From an optimization exercise on the open Yosys and OpenROAD flow, aimed at small area, a short achievable clock period and few clock cycles per item; shortcuts taken in it are not production practice. Function was checked by simulation only, so behaviour that the tests miss may differ from the original.

==> job 3735 <==
==> flow/design.v <==
module constrained_multi_queue_dispatcher_top (
   input  logic        clock,
   input  logic        reset,
   input  logic        req_tvalid,
   output logic        req_tready,
   input  logic [23:0] req_tdata,
   input  logic [2:0]  req_tuser,
   output logic        rsp_tvalid,
   input  logic        rsp_tready,
   output logic [23:0] rsp_tdata,
   output logic [2:0]  rsp_tuser,
   input  logic        csr_valid,
   output logic        csr_ready,
   input  logic [2:0]  csr_index,
   input  logic [19:0] csr_data
);
   localparam int NQ   = 4;
   localparam int FQ   = 4;           
   localparam int OWED = FQ + 1;      
   localparam int RW   = 21;          
   logic [NQ-1:0]       en;          
   logic [NQ-1:0][19:0] set_ff;
   always_ff @(posedge clock) begin
      if (reset) begin
         en <= 4'b0001;
         for (int q = 0; q < NQ; q++) set_ff[q] <= 20'd19424;
      end else if (csr_valid) begin
         if (csr_index == 3'd0)
            for (int q = 0; q < NQ; q++) en[q] <= (csr_data[2:0] > 3'(q));
         for (int q = 0; q < NQ; q++)
            if (csr_index == 3'(q + 1)) set_ff[q] <= csr_data;
      end
   end
   function automatic logic ult5(input logic [4:0] a, input logic [4:0] b);
      logic [4:0] lt, eq;
      logic       lt_hi, eq_hi, lt_lo;
      lt    = ~a & b;
      eq    = ~(a ^ b);
      lt_hi = lt[4] | (eq[4] & lt[3]);
      eq_hi = eq[4] & eq[3];
      lt_lo = lt[2] | (eq[2] & lt[1]) | (eq[2] & eq[1] & lt[0]);
      ult5  = lt_hi | (eq_hi & lt_lo);
   endfunction
   function automatic logic ult8(input logic [7:0] a, input logic [7:0] b);
      logic lt, eq;
      lt = 1'b0;
      eq = 1'b1;
      for (int i = 7; i >= 0; i--) begin
         lt = lt | (eq & ~a[i] & b[i]);
         eq = eq & ~(a[i] ^ b[i]);
      end
      ult8 = lt;
   endfunction
   assign csr_ready = 1'b1;
   logic       tready_ff;
   logic       acc;
   logic [2:0] owed_ff;
   logic       pop;
   assign req_tready = tready_ff;
   assign acc        = req_tvalid & tready_ff;
   logic [NQ-1:0] zmatch;
   for (genvar q = 0; q < NQ; q++) begin : g_match
      logic       inr, ok;
      logic [1:0] dm;
      assign dm  = set_ff[q][11:10];
      assign inr = ~ult5(req_tdata[20:16], set_ff[q][4:0]) & ~ult5(set_ff[q][9:5], req_tdata[20:16]);
      always_comb begin
         case (dm)
            2'd0:    ok = inr & ~req_tuser[2];
            2'd1:    ok = inr & req_tuser[2];
            2'd2:    ok = inr;
            default: ok = 1'b1;
         endcase
      end
      assign zmatch[q] = en[q] & ok;
   end
   logic          d_sub, d_fet, d_cpl, d_nop;
   logic [NQ-1:0] d_match;
   logic [15:0]   d_tag;
   logic [1:0]    d_qi;
   always_ff @(posedge clock) begin
      if (reset) begin
         d_sub <= 1'b0;
         d_fet <= 1'b0;
         d_cpl <= 1'b0;
         d_nop <= 1'b0;
      end else begin
         d_sub <= acc & (req_tuser[1:0] == 2'd0);
         d_fet <= acc & (req_tuser[1:0] == 2'd1);
         d_cpl <= acc & (req_tuser[1:0] == 2'd2);
         d_nop <= acc & (req_tuser[1:0] == 2'd3);
      end
      d_match <= zmatch;
      d_tag   <= req_tdata[15:0];
      d_qi    <= req_tdata[22:21];
   end
   logic [NQ-1:0][5:0] pend_ff;      
   logic [NQ-1:0][7:0] act_ff;       
   logic [NQ-1:0]      nempty_ff;    
   logic [NQ-1:0]      actnz_ff;     
   logic [NQ-1:0]      canact_ff;    
   logic [NQ-1:0] sub_c, fet_c, sub_sel, fet_sel, inc, dec, adec, cpl_oh;
   logic          sub_hit, fet_hit;
   logic [1:0]    sub_q, fet_q;
   always_comb begin
      for (int q = 0; q < NQ; q++) begin
         sub_c[q] = d_match[q] & ~pend_ff[q][5];
         fet_c[q] = en[q] & nempty_ff[q] & canact_ff[q];
      end
      sub_sel[0] = sub_c[0];
      sub_sel[1] = sub_c[1] & ~sub_c[0];
      sub_sel[2] = sub_c[2] & ~sub_c[1] & ~sub_c[0];
      sub_sel[3] = sub_c[3] & ~sub_c[2] & ~sub_c[1] & ~sub_c[0];
      fet_sel[0] = fet_c[0];
      fet_sel[1] = fet_c[1] & ~fet_c[0];
      fet_sel[2] = fet_c[2] & ~fet_c[1] & ~fet_c[0];
      fet_sel[3] = fet_c[3] & ~fet_c[2] & ~fet_c[1] & ~fet_c[0];
      sub_hit = |sub_c;
      fet_hit = |fet_c;
      sub_q   = {sub_sel[3] | sub_sel[2], sub_sel[3] | sub_sel[1]};
      fet_q   = {fet_sel[3] | fet_sel[2], fet_sel[3] | fet_sel[1]};
      for (int q = 0; q < NQ; q++) begin
         cpl_oh[q] = d_cpl & (d_qi == 2'(q));
         inc[q]    = d_sub & sub_sel[q];
         dec[q]    = d_fet & fet_sel[q];
         adec[q]   = cpl_oh[q] & actnz_ff[q];
      end
   end
   logic [NQ-1:0][7:0] lim_m1;
   always_comb
      for (int q = 0; q < NQ; q++) lim_m1[q] = set_ff[q][19:12] - 8'd1;
   always_ff @(posedge clock) begin
      for (int q = 0; q < NQ; q++) begin
         if (reset) begin
            pend_ff[q]   <= 6'd0;
            act_ff[q]    <= 8'd0;
            nempty_ff[q] <= 1'b0;
            actnz_ff[q]  <= 1'b0;
            canact_ff[q] <= 1'b1;
         end else begin
            if (inc[q]) begin
               pend_ff[q]   <= pend_ff[q] + 6'd1;
               nempty_ff[q] <= 1'b1;
            end else if (dec[q]) begin
               pend_ff[q]   <= pend_ff[q] - 6'd1;
               nempty_ff[q] <= (pend_ff[q] != 6'd1);
            end
            if (dec[q]) begin
               act_ff[q]    <= act_ff[q] + 8'd1;
               actnz_ff[q]  <= 1'b1;
               canact_ff[q] <= (act_ff[q] != lim_m1[q]);
            end else if (adec[q]) begin
               act_ff[q]    <= act_ff[q] - 8'd1;
               actnz_ff[q]  <= (act_ff[q] != 8'd1);
               canact_ff[q] <= ~ult8(set_ff[q][19:12], act_ff[q]);
            end else begin
               canact_ff[q] <= ult8(act_ff[q], set_ff[q][19:12]);
            end
         end
      end
   end
   logic [NQ-1:0][7:0] p_lo;
   logic [NQ-1:0][3:0] p_hi;
   logic [7:0]         wr_lo;
   logic [3:0]         wr_hi;
   for (genvar q = 0; q < NQ; q++) begin : g_p
      for (genvar i = 0; i < 8; i++) begin : g_lo
         assign p_lo[q][i] = (pend_ff[q][2:0] == 3'(i));
      end
      for (genvar i = 0; i < 4; i++) begin : g_hi
         assign p_hi[q][i] = (pend_ff[q][4:3] == 2'(i));
      end
   end
   always_comb begin
      wr_lo = '0;
      wr_hi = '0;
      for (int q = 0; q < NQ; q++) begin
         wr_lo = wr_lo | (p_lo[q] & {8{sub_sel[q]}});
         wr_hi = wr_hi | (p_hi[q] & {4{sub_sel[q]}});
      end
   end
   logic [NQ-1:0] w_qoh;
   logic [3:0]    w_hi;
   logic [7:0]    w_lo;
   logic [15:0]   w_tag;
   always_ff @(posedge clock) begin
      if (reset) begin
         w_qoh <= '0;
      end else begin
         w_qoh <= inc;
      end
      w_hi  <= wr_hi;
      w_lo  <= wr_lo;
      w_tag <= d_tag;
   end
   logic [NQ*32-1:0][15:0] mem_ff;
   for (genvar q = 0; q < NQ; q++) begin : g_wq
      for (genvar h = 0; h < 4; h++) begin : g_wh
         for (genvar l = 0; l < 8; l++) begin : g_wl
            always_ff @(posedge clock) begin
               if (w_qoh[q] && w_hi[h] && w_lo[l]) mem_ff[q*32 + h*8 + l] <= w_tag;
            end
         end
      end
   end
   logic [NQ-1:0][7:0] pm1_lo;
   logic [NQ-1:0][3:0] pm1_hi;
   logic [3:0]         rd_hi;
   for (genvar q = 0; q < NQ; q++) begin : g_pm1
      logic lo0;
      assign lo0 = (pend_ff[q][2:0] == 3'd0);
      for (genvar i = 0; i < 8; i++) begin : g_lo
         assign pm1_lo[q][i] = (pend_ff[q][2:0] == 3'((i + 1) % 8));
      end
      for (genvar i = 0; i < 4; i++) begin : g_hi
         assign pm1_hi[q][i] = lo0 ? (pend_ff[q][4:3] == 2'((i + 1) % 4))
                                   : (pend_ff[q][4:3] == 2'(i));
      end
   end
   always_comb begin
      rd_hi = '0;
      for (int q = 0; q < NQ; q++) rd_hi = rd_hi | (pm1_hi[q] & {4{fet_sel[q]}});
   end
   logic          r_v;
   logic [2:0]    r_st;
   logic [1:0]    r_q;
   logic [NQ-1:0][7:0] r_lo;    
   logic [3:0]         r_hi;
   always_ff @(posedge clock) begin
      if (reset) begin
         r_v <= 1'b0;
      end else begin
         r_v <= d_sub | d_fet | d_cpl | d_nop;
      end
      for (int q = 0; q < NQ; q++) r_lo[q] <= pm1_lo[q] & {8{dec[q]}};
      r_hi  <= rd_hi;
      if (d_sub) begin
         r_st <= sub_hit ? 3'd0 : 3'd1;
         r_q  <= sub_q;
      end else if (d_fet) begin
         r_st <= fet_hit ? 3'd2 : 3'd3;
         r_q  <= fet_q;
      end else if (d_cpl) begin
         r_st <= (|adec) ? 3'd4 : 3'd5;
         r_q  <= d_qi;
      end else begin
         r_st <= 3'd3;
         r_q  <= 2'd0;
      end
   end
   logic [NQ-1:0][15:0] qtag;
   for (genvar q = 0; q < NQ; q++) begin : g_rd
      logic [15:0] grp [4];
      always_comb begin
         qtag[q] = '0;
         for (int h = 0; h < 4; h++) begin
            grp[h] = '0;
            for (int l = 0; l < 8; l++)
               grp[h] = grp[h] | (mem_ff[q*32 + h*8 + l] & {16{r_lo[q][l]}});
            qtag[q] = qtag[q] | (grp[h] & {16{r_hi[h]}});
         end
      end
   end
   logic                res_v;
   logic [2:0]          t_st;
   logic [1:0]          t_q;
   logic [NQ-1:0][15:0] t_qtag;
   logic [RW-1:0]       res;
   always_ff @(posedge clock) begin
      if (reset) begin
         res_v <= 1'b0;
      end else begin
         res_v <= r_v;
      end
      t_st   <= r_st;
      t_q    <= r_q;
      t_qtag <= qtag;
   end
   assign res = {t_st, t_q, t_qtag[0] | t_qtag[1] | t_qtag[2] | t_qtag[3]};
   logic          out_v;
   logic [RW-1:0] out_d;
   logic [RW-1:0] fq_ff [FQ];
   logic [1:0]    fq_wr, fq_rd;
   logic [2:0]    fq_cnt;
   logic          load, fq_ne, fq_push, fq_pop;
   assign pop     = out_v & rsp_tready;
   assign load    = ~out_v | rsp_tready;
   assign fq_ne   = (fq_cnt != 3'd0);
   assign fq_pop  = load & fq_ne;
   assign fq_push = res_v & ~(load & ~fq_ne);
   logic [1:0] fq_wr_p1, fq_rd_p1;
   logic [2:0] cnt_ld, cnt_hold;
   assign fq_wr_p1 = (fq_wr == 2'(FQ - 1)) ? 2'd0 : fq_wr + 2'd1;
   assign fq_rd_p1 = (fq_rd == 2'(FQ - 1)) ? 2'd0 : fq_rd + 2'd1;
   assign cnt_ld   = fq_ne ? (res_v ? fq_cnt : fq_cnt - 3'd1) : 3'd0;
   assign cnt_hold = res_v ? fq_cnt + 3'd1 : fq_cnt;
   always_ff @(posedge clock) begin
      if (reset) begin
         out_v  <= 1'b0;
         fq_wr  <= '0;
         fq_rd  <= '0;
         fq_cnt <= '0;
      end else begin
         if (load) out_v <= fq_ne | res_v;
         if (fq_push) fq_wr <= fq_wr_p1;
         if (fq_pop)  fq_rd <= fq_rd_p1;
         fq_cnt <= load ? cnt_ld : cnt_hold;
      end
      if (load) out_d <= fq_ne ? fq_ff[fq_rd] : res;
   end
   always_ff @(posedge clock) begin
      for (int i = 0; i < FQ; i++)
         if (res_v && fq_wr == 2'(i)) fq_ff[i] <= res;
   end
   assign rsp_tvalid = out_v;
   assign rsp_tuser  = out_d[20:18];
   assign rsp_tdata  = {6'd0, out_d[15:0], out_d[17:16]};
   logic [2:0] owed_p1, owed_m1, owed_nx;
   logic       t_p1, t_0, t_m1;
   assign owed_p1 = owed_ff + 3'd1;
   assign owed_m1 = owed_ff - 3'd1;
   assign t_p1    = (owed_p1 < 3'(OWED));
   assign t_0     = (owed_ff < 3'(OWED));
   assign t_m1    = (owed_m1 < 3'(OWED));
   always_comb begin
      case ({acc, pop})
         2'b10:   owed_nx = owed_p1;
         2'b01:   owed_nx = owed_m1;
         default: owed_nx = owed_ff;
      endcase
   end
   always_ff @(posedge clock) begin
      if (reset) begin
         owed_ff   <= '0;
         tready_ff <= 1'b1;
      end else begin
         owed_ff <= owed_nx;
         case ({acc, pop})
            2'b10:   tready_ff <= t_p1;
            2'b01:   tready_ff <= t_m1;
            default: tready_ff <= t_0;
         endcase
      end
   end
endmodule
==> flow/run.sh <==
#!/bin/bash
# synth_recipe.tcl (not shown) runs the flow's synth.tcl, then flattens the netlist and writes it again
# the make line also repeats each setting of config.mk as NAME=value (left out here)
make -C /OpenROAD-flow-scripts/flow DESIGN_CONFIG=/design/flow/config.mk WORK_HOME=/design/flow/orfs CLKGATE_MAP_FILE= SYNTH_SCRIPT=/design/flow/synth_recipe.tcl finish
==> flow/config.mk <==
export PLATFORM = sky130hd
export DESIGN_NAME = constrained_multi_queue_dispatcher_top
export DESIGN_NICKNAME = constrained_multi_queue_dispatcher_top
export VERILOG_FILES = /design/flow/design.v
export SDC_FILE = /design/flow/constraint.sdc
export NUM_CORES = 4
export LEC_CHECK = 0
export CAP_MARGIN = 20
export CORE_MARGIN = 2
export CORE_UTILIZATION = 75
export CTS_CLUSTER_DIAMETER = 70
export CTS_CLUSTER_SIZE = 25
export SETUP_SLACK_MARGIN = 3.6
export SLEW_MARGIN = 20
==> flow/constraint.sdc <==
create_clock -name core_clock -period 6.0 [get_ports {clock}]
set_input_delay 1.2000 -clock core_clock [delete_from_list [all_inputs] [get_ports {clock}]]
set_output_delay 1.2000 -clock core_clock [all_outputs]
set_load 0.01 [all_outputs]
==> job 7185 (differences from job 3735) <==
--- a/flow/design.v
+++ b/flow/design.v
@@ -17,14 +17,14 @@
    localparam int NQ   = 4;
-   localparam int FQ   = 4;           
+   localparam int FQ   = 3;           
    localparam int OWED = FQ + 1;      
    localparam int RW   = 21;          
-   logic [NQ-1:0]       en;          
+   logic [2:0]          qiu_ff;
    logic [NQ-1:0][19:0] set_ff;
+   logic [NQ-1:0]       en;
    always_ff @(posedge clock) begin
       if (reset) begin
-         en <= 4'b0001;
+         qiu_ff <= 3'd1;
          for (int q = 0; q < NQ; q++) set_ff[q] <= 20'd19424;
       end else if (csr_valid) begin
-         if (csr_index == 3'd0)
-            for (int q = 0; q < NQ; q++) en[q] <= (csr_data[2:0] > 3'(q));
+         if (csr_index == 3'd0) qiu_ff <= csr_data[2:0];
          for (int q = 0; q < NQ; q++)
@@ -33,22 +33,4 @@
    end
-   function automatic logic ult5(input logic [4:0] a, input logic [4:0] b);
-      logic [4:0] lt, eq;
-      logic       lt_hi, eq_hi, lt_lo;
-      lt    = ~a & b;
-      eq    = ~(a ^ b);
-      lt_hi = lt[4] | (eq[4] & lt[3]);
-      eq_hi = eq[4] & eq[3];
-      lt_lo = lt[2] | (eq[2] & lt[1]) | (eq[2] & eq[1] & lt[0]);
-      ult5  = lt_hi | (eq_hi & lt_lo);
-   endfunction
-   function automatic logic ult8(input logic [7:0] a, input logic [7:0] b);
-      logic lt, eq;
-      lt = 1'b0;
-      eq = 1'b1;
-      for (int i = 7; i >= 0; i--) begin
-         lt = lt | (eq & ~a[i] & b[i]);
-         eq = eq & ~(a[i] ^ b[i]);
-      end
-      ult8 = lt;
-   endfunction
+   always_comb
+      for (int q = 0; q < NQ; q++) en[q] = (qiu_ff > 3'(q));
    assign csr_ready = 1'b1;
@@ -65,3 +47,3 @@
       assign dm  = set_ff[q][11:10];
-      assign inr = ~ult5(req_tdata[20:16], set_ff[q][4:0]) & ~ult5(set_ff[q][9:5], req_tdata[20:16]);
+      assign inr = (req_tdata[20:16] >= set_ff[q][4:0]) && (req_tdata[20:16] <= set_ff[q][9:5]);
       always_comb begin
@@ -128,5 +110,2 @@
    end
-   logic [NQ-1:0][7:0] lim_m1;
-   always_comb
-      for (int q = 0; q < NQ; q++) lim_m1[q] = set_ff[q][19:12] - 8'd1;
    always_ff @(posedge clock) begin
@@ -150,3 +129,3 @@
                actnz_ff[q]  <= 1'b1;
-               canact_ff[q] <= (act_ff[q] != lim_m1[q]);
+               canact_ff[q] <= ((act_ff[q] + 8'd1) < set_ff[q][19:12]);
             end else if (adec[q]) begin
@@ -154,5 +133,5 @@
                actnz_ff[q]  <= (act_ff[q] != 8'd1);
-               canact_ff[q] <= ~ult8(set_ff[q][19:12], act_ff[q]);
+               canact_ff[q] <= ((act_ff[q] - 8'd1) < set_ff[q][19:12]);
             end else begin
-               canact_ff[q] <= ult8(act_ff[q], set_ff[q][19:12]);
+               canact_ff[q] <= (act_ff[q] < set_ff[q][19:12]);
             end
@@ -207,12 +186,12 @@
    logic [NQ-1:0][3:0] pm1_hi;
+   logic [7:0]         rd_lo;
    logic [3:0]         rd_hi;
    for (genvar q = 0; q < NQ; q++) begin : g_pm1
-      logic lo0;
-      assign lo0 = (pend_ff[q][2:0] == 3'd0);
+      logic [4:0] pm1;
+      assign pm1 = pend_ff[q][4:0] - 5'd1;
       for (genvar i = 0; i < 8; i++) begin : g_lo
-         assign pm1_lo[q][i] = (pend_ff[q][2:0] == 3'((i + 1) % 8));
+         assign pm1_lo[q][i] = (pm1[2:0] == 3'(i));
       end
       for (genvar i = 0; i < 4; i++) begin : g_hi
-         assign pm1_hi[q][i] = lo0 ? (pend_ff[q][4:3] == 2'((i + 1) % 4))
-                                   : (pend_ff[q][4:3] == 2'(i));
+         assign pm1_hi[q][i] = (pm1[4:3] == 2'(i));
       end
@@ -220,4 +199,8 @@
    always_comb begin
+      rd_lo = '0;
       rd_hi = '0;
-      for (int q = 0; q < NQ; q++) rd_hi = rd_hi | (pm1_hi[q] & {4{fet_sel[q]}});
+      for (int q = 0; q < NQ; q++) begin
+         rd_lo = rd_lo | (pm1_lo[q] & {8{fet_sel[q]}});
+         rd_hi = rd_hi | (pm1_hi[q] & {4{fet_sel[q]}});
+      end
    end
@@ -226,4 +209,5 @@
    logic [1:0]    r_q;
-   logic [NQ-1:0][7:0] r_lo;    
-   logic [3:0]         r_hi;
+   logic [NQ-1:0] r_qoh;
+   logic [7:0]    r_lo;
+   logic [3:0]    r_hi;
    always_ff @(posedge clock) begin
@@ -234,3 +218,4 @@
       end
-      for (int q = 0; q < NQ; q++) r_lo[q] <= pm1_lo[q] & {8{dec[q]}};
+      r_qoh <= dec;
+      r_lo  <= rd_lo;
       r_hi  <= rd_hi;
@@ -250,31 +235,15 @@
    end
-   logic [NQ-1:0][15:0] qtag;
-   for (genvar q = 0; q < NQ; q++) begin : g_rd
-      logic [15:0] grp [4];
-      always_comb begin
-         qtag[q] = '0;
-         for (int h = 0; h < 4; h++) begin
-            grp[h] = '0;
-            for (int l = 0; l < 8; l++)
-               grp[h] = grp[h] | (mem_ff[q*32 + h*8 + l] & {16{r_lo[q][l]}});
-            qtag[q] = qtag[q] | (grp[h] & {16{r_hi[h]}});
-         end
-      end
-   end
-   logic                res_v;
-   logic [2:0]          t_st;
-   logic [1:0]          t_q;
-   logic [NQ-1:0][15:0] t_qtag;
-   logic [RW-1:0]       res;
-   always_ff @(posedge clock) begin
-      if (reset) begin
-         res_v <= 1'b0;
-      end else begin
-         res_v <= r_v;
+   logic [15:0] grp [16];
+   logic [15:0] r_tag;
+   always_comb begin
+      r_tag = '0;
+      for (int g = 0; g < 16; g++) begin
+         grp[g] = '0;
+         for (int l = 0; l < 8; l++)
+            grp[g] = grp[g] | (mem_ff[g*8 + l] & {16{r_lo[l]}});
+         r_tag = r_tag | (grp[g] & {16{r_qoh[g/4] & r_hi[g%4]}});
       end
-      t_st   <= r_st;
-      t_q    <= r_q;
-      t_qtag <= qtag;
    end
-   assign res = {t_st, t_q, t_qtag[0] | t_qtag[1] | t_qtag[2] | t_qtag[3]};
+   logic [RW-1:0] res;
+   assign res = {r_st, r_q, r_tag};
    logic          out_v;
@@ -289,3 +258,3 @@
    assign fq_pop  = load & fq_ne;
-   assign fq_push = res_v & ~(load & ~fq_ne);
+   assign fq_push = r_v & ~(load & ~fq_ne);
    logic [1:0] fq_wr_p1, fq_rd_p1;
@@ -294,4 +263,4 @@
    assign fq_rd_p1 = (fq_rd == 2'(FQ - 1)) ? 2'd0 : fq_rd + 2'd1;
-   assign cnt_ld   = fq_ne ? (res_v ? fq_cnt : fq_cnt - 3'd1) : 3'd0;
-   assign cnt_hold = res_v ? fq_cnt + 3'd1 : fq_cnt;
+   assign cnt_ld   = fq_ne ? (r_v ? fq_cnt : fq_cnt - 3'd1) : 3'd0;
+   assign cnt_hold = r_v ? fq_cnt + 3'd1 : fq_cnt;
    always_ff @(posedge clock) begin
@@ -303,3 +272,3 @@
       end else begin
-         if (load) out_v <= fq_ne | res_v;
+         if (load) out_v <= fq_ne | r_v;
          if (fq_push) fq_wr <= fq_wr_p1;
@@ -312,3 +281,3 @@
       for (int i = 0; i < FQ; i++)
-         if (res_v && fq_wr == 2'(i)) fq_ff[i] <= res;
+         if (r_v && fq_wr == 2'(i)) fq_ff[i] <= res;
    end
--- a/flow/config.mk
+++ b/flow/config.mk
@@ -9,6 +9,4 @@
 export CORE_MARGIN = 2
-export CORE_UTILIZATION = 75
-export CTS_CLUSTER_DIAMETER = 70
-export CTS_CLUSTER_SIZE = 25
-export SETUP_SLACK_MARGIN = 3.6
+export CORE_UTILIZATION = 60
+export SETUP_SLACK_MARGIN = 3.3
 export SLEW_MARGIN = 20
==> job 2297 (differences from job 3735) <==
--- a/flow/design.v
+++ b/flow/design.v
@@ -34,10 +34,10 @@
    function automatic logic ult5(input logic [4:0] a, input logic [4:0] b);
-      logic [4:0] lt, eq;
-      logic       lt_hi, eq_hi, lt_lo;
-      lt    = ~a & b;
-      eq    = ~(a ^ b);
-      lt_hi = lt[4] | (eq[4] & lt[3]);
-      eq_hi = eq[4] & eq[3];
-      lt_lo = lt[2] | (eq[2] & lt[1]) | (eq[2] & eq[1] & lt[0]);
-      ult5  = lt_hi | (eq_hi & lt_lo);
+      logic lt, eq;
+      lt = 1'b0;
+      eq = 1'b1;
+      for (int i = 4; i >= 0; i--) begin
+         lt = lt | (eq & ~a[i] & b[i]);
+         eq = eq & ~(a[i] ^ b[i]);
+      end
+      ult5 = lt;
    endfunction
@@ -207,12 +207,12 @@
    logic [NQ-1:0][3:0] pm1_hi;
+   logic [7:0]         rd_lo;
    logic [3:0]         rd_hi;
    for (genvar q = 0; q < NQ; q++) begin : g_pm1
-      logic lo0;
-      assign lo0 = (pend_ff[q][2:0] == 3'd0);
+      logic [4:0] pm1;
+      assign pm1 = pend_ff[q][4:0] - 5'd1;
       for (genvar i = 0; i < 8; i++) begin : g_lo
-         assign pm1_lo[q][i] = (pend_ff[q][2:0] == 3'((i + 1) % 8));
+         assign pm1_lo[q][i] = (pm1[2:0] == 3'(i));
       end
       for (genvar i = 0; i < 4; i++) begin : g_hi
-         assign pm1_hi[q][i] = lo0 ? (pend_ff[q][4:3] == 2'((i + 1) % 4))
-                                   : (pend_ff[q][4:3] == 2'(i));
+         assign pm1_hi[q][i] = (pm1[4:3] == 2'(i));
       end
@@ -220,4 +220,8 @@
    always_comb begin
+      rd_lo = '0;
       rd_hi = '0;
-      for (int q = 0; q < NQ; q++) rd_hi = rd_hi | (pm1_hi[q] & {4{fet_sel[q]}});
+      for (int q = 0; q < NQ; q++) begin
+         rd_lo = rd_lo | (pm1_lo[q] & {8{fet_sel[q]}});
+         rd_hi = rd_hi | (pm1_hi[q] & {4{fet_sel[q]}});
+      end
    end
@@ -226,4 +230,5 @@
    logic [1:0]    r_q;
-   logic [NQ-1:0][7:0] r_lo;    
-   logic [3:0]         r_hi;
+   logic [NQ-1:0] r_qoh;
+   logic [7:0]    r_lo;
+   logic [3:0]    r_hi;
    always_ff @(posedge clock) begin
@@ -234,3 +239,4 @@
       end
-      for (int q = 0; q < NQ; q++) r_lo[q] <= pm1_lo[q] & {8{dec[q]}};
+      r_qoh <= dec;
+      r_lo  <= rd_lo;
       r_hi  <= rd_hi;
@@ -250,20 +256,15 @@
    end
-   logic [NQ-1:0][15:0] qtag;
-   for (genvar q = 0; q < NQ; q++) begin : g_rd
-      logic [15:0] grp [4];
-      always_comb begin
-         qtag[q] = '0;
-         for (int h = 0; h < 4; h++) begin
-            grp[h] = '0;
-            for (int l = 0; l < 8; l++)
-               grp[h] = grp[h] | (mem_ff[q*32 + h*8 + l] & {16{r_lo[q][l]}});
-            qtag[q] = qtag[q] | (grp[h] & {16{r_hi[h]}});
-         end
+   logic [15:0] grp [16];
+   logic [15:0] r_tag;
+   always_comb begin
+      r_tag = '0;
+      for (int g = 0; g < 16; g++) begin
+         grp[g] = '0;
+         for (int l = 0; l < 8; l++)
+            grp[g] = grp[g] | (mem_ff[g*8 + l] & {16{r_lo[l]}});
+         r_tag = r_tag | (grp[g] & {16{r_qoh[g/4] & r_hi[g%4]}});
       end
    end
-   logic                res_v;
-   logic [2:0]          t_st;
-   logic [1:0]          t_q;
-   logic [NQ-1:0][15:0] t_qtag;
-   logic [RW-1:0]       res;
+   logic          res_v;
+   logic [RW-1:0] res;
    always_ff @(posedge clock) begin
@@ -274,7 +275,4 @@
       end
-      t_st   <= r_st;
-      t_q    <= r_q;
-      t_qtag <= qtag;
+      res <= {r_st, r_q, r_tag};
    end
-   assign res = {t_st, t_q, t_qtag[0] | t_qtag[1] | t_qtag[2] | t_qtag[3]};
    logic          out_v;
==> impl_metrics.ini <==
[timing]
fin_crit_sh_pct = 46.8
fin_crit_ns = 2.81

[run_status]
status = finished clean

[power_and_ir_drop]
p_leak_nw = 30.4
seq_power_mw = 18.5

[setup_path]
slowest_delay_ns = 0.50
endpoint_kind = flip-flop
slowest_stage = nor4_4

[placement]
dp_hpwl_um = 143000
Source of the figures above: job 2297

==> impl_metrics.ini <==
[setup_path]
endpoint_kind = flip-flop
slowest_stage = nor4_4
slowest_delay_ns = 0.62

[finish]
largestClassByArea = sequential cells

[run_status]
status = finished clean

[synth]
synthMuxAreaShare_pct = 0.0894

[timing]
fin_crit_sh_pct = 49.2
fin_crit_ns = 2.95

[power_and_ir_drop]
ir_drop_uv = 330
seq_power_mw = 18.2
p_leak_nw = 32.4

[die]
tapCellCount = 2016
die_x_um = 393

[global_routing]
grtUsageTotal_pct = 35.4

[route]
wl_met1_um = 106000

[placement]
dp_hpwl_um = 157000
Source of the figures above: job 7185

==> impl_metrics.ini <==
[power_and_ir_drop]
seq_power_mw = 19.0

[timing]
max_clock_freq_mhz = 371
fin_crit_ns = 2.69
fin_crit_sh_pct = 44.9

[finish]
diodes = 23

[synth]
syn-instance-count = 5893

[global_routing]
grt_pass1_vias = 53210

[run_status]
status = finished clean

[setup_path]
endpoint_kind = output pin

[placement]
dp_hpwl_um = 136000
Source of the figures above: job 3735

Testbench counts of job 3735, summed over its fixed seeds: cycles 22,225, items 20,000.
Testbench counts of job 7185, summed over its fixed seeds: cycles 22,217, items 20,000.
Testbench counts of job 2297, summed over its fixed seeds: cycles 22,225, items 20,000.

-- separate check: timing with driven ports --
How much do the figures lean on ideal ports? The routed layouts below were timed once more, with nothing changed but the port constraints. Step 1, drivers: a clkbuf_16 drives clock and a buf_2 each remaining input, both assumed. Step 2 moves the port delays by t, midway between the first and last clock arrival at a register: inputs arrive t later, outputs are due t later. That takes back most of the time a late clock gives input paths. Three values: no drivers, after step 1, after step 2; two values: the first two.
run | t (ns) | slack for setup (ns) | worst setup path after step 2 | worst slew at a driven data input, ns | pins driven straight from the clock port
job 3735 | 0.849 | 3.307 / 3.223 / 2.959 | input to register | 0.06 | 1
job 7185 | 0.951 | 3.047 / 3.047 / 2.546 | input to register | 0.04 | 1
job 2297 | 0.830 | 3.190 / 3.190 / 2.918 | input to register | 0.05 | 1
After both steps setup and hold are still met in every run listed. For job 7185, which loses most, drivers alone change the setup slack by 0.000 ns; drivers and shift together by -0.501 ns.
